This design comes from an exercise in tuning for small area and a short achievable clock period on the open sky130 flow, not from production work. In this exercise RTL edits were held to simulation tests only and were not proved equivalent to the original. Power figures rest on the tool's default switching activity, not on a simulated workload.

== job 726 ==
// router
module router (
        input  wire logic        clk,
        input  wire logic        reset_i,
        input  wire logic [7:0]  location_i,             
        input  wire logic [79:0] flit_i,                 
        input  wire logic [4:0]  valid_i,
        output logic      [4:0]  credit_o,
        output logic      [79:0] flit_o,                 
        output logic      [4:0]  valid_o,
        input  wire logic [4:0]  credit_i
);
Size in the first run: roughly 2200 cells after synthesis, roughly 400 flip-flops, about 20000 sq um of cells after synthesis.
export LEC_CHECK = 0
export ABC_AREA = 1
export CAP_MARGIN = 20
export CORE_MARGIN = 2
export CORE_UTILIZATION = 55
export CTS_BUF_LIST = sky130_fd_sc_hd__clkbuf_8
export CTS_CLUSTER_DIAMETER = 50
export CTS_CLUSTER_SIZE = 16
export PLACE_DENSITY = 0.75
export SETUP_SLACK_MARGIN = 3.2
export SLEW_MARGIN = 20
create_clock -name core_clock -period 8.0 [get_ports {clk}]
standard.sh (not shown) runs the stock make flow with config.mk's settings and CLKGATE_MAP_FILE= SYNTH_SCRIPT=/design/flow/synth_recipe.tcl, a recipe that flattens the netlist after the stock synthesis.
==> flow/flow/run.sh <==
#!/bin/bash
# Standard layout, with these changes to how it is made:
# - the smallest buffer on every port instead of the flow's default pick;
# - global routing steered off the lowest layers (fastroute.tcl);
# - no half-adder cells, so the compare logic goes through abc as plain gates;
set -euo pipefail
here=$(cd "$(dirname "${BASH_SOURCE[0]}")" && pwd)
export BUFFER_PORTS_ARGS="-buffer_cell sky130_fd_sc_hd__buf_1"
export FASTROUTE_TCL="$here/fastroute.tcl"

# The platform's don't-use list, plus the half adders.
dont_use="sky130_fd_sc_hd__probe_p_8 sky130_fd_sc_hd__probec_p_8 sky130_fd_sc_hd__lpflow_bleeder_1"
for n in 1 16 2 4 8; do
  dont_use+=" sky130_fd_sc_hd__lpflow_clkbufkapwr_$n sky130_fd_sc_hd__lpflow_clkinvkapwr_$n"
done
for n in 12 3 4 6 8; do dont_use+=" sky130_fd_sc_hd__lpflow_decapkapwr_$n"; done
dont_use+=" sky130_fd_sc_hd__lpflow_inputiso0n_1 sky130_fd_sc_hd__lpflow_inputiso0p_1"
dont_use+=" sky130_fd_sc_hd__lpflow_inputiso1n_1 sky130_fd_sc_hd__lpflow_inputiso1p_1"
dont_use+=" sky130_fd_sc_hd__lpflow_inputisolatch_1"
for n in 1 16 2 4 8; do dont_use+=" sky130_fd_sc_hd__lpflow_isobufsrc_$n"; done
dont_use+=" sky130_fd_sc_hd__lpflow_isobufsrckapwr_16"
for n in 1 2 4; do dont_use+=" sky130_fd_sc_hd__lpflow_lsbuf_lh_hl_isowell_tap_$n"; done
dont_use+=" sky130_fd_sc_hd__lpflow_lsbuf_lh_isowell_4"
for n in 1 2 4; do dont_use+=" sky130_fd_sc_hd__lpflow_lsbuf_lh_isowell_tap_$n"; done
dont_use+=" sky130_fd_sc_hd__ha_1 sky130_fd_sc_hd__ha_2 sky130_fd_sc_hd__ha_4"

cp -r "$FLOW_HOME/scripts" scripts_abc
cp "$here/abc_area.script" scripts_abc/abc_area.script
export SCRIPTS_DIR="$PWD/scripts_abc"

sed -e "s|\"\${@:-finish}\"|DONT_USE_CELLS='$dont_use' \"\${@:-finish}\"|" standard.sh > standard_noha.sh
bash standard_noha.sh > standard_flow.log 2>&1
==> flow/flow/abc_area.script <==
strash
dch
map -B 0.9
topo
stime -c
upsize -c
dnsize -c
==> flow/flow/fastroute.tcl <==
# Global routing resources: keep more of met1 and met2 free for pin access
# and push longer routes up to met3 and met4.
set_global_routing_layer_adjustment met1 0.45
set_global_routing_layer_adjustment met2 0.35
set_global_routing_layer_adjustment met3-met5 0.15

set_routing_layers -clock met3-met5
set_routing_layers -signal met1-met5
Job 726 completed; timing, DRC and antenna clean
diff inputs: job 726 => job 3604
- SETUP_SLACK_MARGIN now 2.6, was 3.2
==> comparison <==
Sort job 726 and job 3604 by share of power burned in combinational logic asc -> top: job 3604
Job 726 ended up with register to output port as its critical setup path kind; job 3604 ended up with primary input to output port.
Of the two values seen for first element of the critical path, location_i[3] was produced by job 3604 and u_alloc.g_out[4].above[3]$_SDFFE_PP1P_ by job 726.
Slew at the pin closest to its max-slew limit: job 3604 lower than job 726
Of job 726 and job 3604, the lower fraction of final layout cells with drive strength greater than 1 belongs to job 3604.
Job 726 reports its capturing instance or port of the critical path as credit_o[3] while job 3604 reports credit_o[1].
For job 8089, these inputs were changed with respect to job 3604:
- PLACE_DENSITY changed from 0.75 to 0.65
- CORE_UTILIZATION changed from 55 to 50
- SETUP_SLACK_MARGIN changed from 2.6 to 3.0
==> flow/flow/run.sh <==
#!/bin/bash
# Standard layout, with the smallest buffer on every port instead of the
# flow's default pick, and global routing steered off the lowest layers.
set -euo pipefail
here=$(cd "$(dirname "${BASH_SOURCE[0]}")" && pwd)
export BUFFER_PORTS_ARGS="-buffer_cell sky130_fd_sc_hd__buf_1"
export FASTROUTE_TCL="$here/fastroute.tcl"
bash standard.sh > standard_flow.log 2>&1
removed: flow/flow/abc_area.script
Job 8089: all stages complete, timing, DRC and antenna checks passed
Of job 8089 and job 3604, job 3604 shows the higher initial antenna violation count, with job 8089 below it.
The wire length of the first global-routing pass number comes out lower for job 3604 vs job 8089.
Compared with job 3604, in job 8089 starting density of the core lower; worst setup slack increased by 190 ps relative to the old numbers; via count went down about 3%; pre-CTS worst setup slack now sits lower.
Post-synthesis area per instance was higher in job 8089 than in job 3604.
### job 8089 -> job 5914
- changing PLACE_DENSITY from 0.65 to 0.75
- changing CORE_UTILIZATION from 50 to 55
[summary]
- Job 5914 ran to completion and came out clean on the timing, design-rule and antenna checks.
- The final count of negative-setup-slack endpoints on job 8089 is in line with that on job 5914.
- Across both runs, buffer and inverter count on the worst path was lower for job 5914 than for job 8089.
- Compared with job 8089, job 5914 shows a post-route total power that is 83 uW lower.
- Comparing job 5914 against job 8089, there is no change at all in flip-flop and latch count.
- Normalized max-slew margin: lower on job 5914
- Looking at job 8089 and job 5914, the final area is a wash.
- Taking job 8089 as the reference, in job 5914 number of antenna repair diodes shrank by 2; core utilization grew by 6.4 points; relative contribution of combinational cells to total power grew by 0.8 points.

==> static timing again, ports no longer ideal <==
No port has a modelled driver above. Below, the same layouts with a new extraction and two added sets of constraints. Step 1 assumes that a clkbuf_16 drives the clock port and a buf_2 every other input. Step 2 also shifts input and output timing later by t, the mid clock arrival at the registers, as if the neighbouring blocks saw the same clock. a / b / c = ideal ports / drivers / drivers and shift; a / b = the first two.
| run | t (ns) | setup WS [ns] | worst setup path at the end | slew at the worst register clock pin (ns) | worst slew at a driven data input, ns |
|---|---|---|---|---|---|
| job 726 | 0.683 | 3.148 / 3.073 / 3.073 | input to output | 0.10 / 0.10 | 0.10 |
| job 3604 | 0.683 | 2.770 / 2.671 / 2.671 | input to output | 0.10 / 0.10 | 0.09 |
| job 8089 | 0.704 | 2.962 / 2.941 / 2.933 | input to register | 0.10 / 0.10 | 0.09 |
| job 5914 | 0.692 | 3.017 / 2.969 / 2.969 | input to output | 0.10 / 0.10 | 0.09 |
After both steps setup and hold are still met in every run listed. The setup slack of job 3604, which loses most, moves by -0.099 ns with the drivers and by -0.099 ns with both steps.
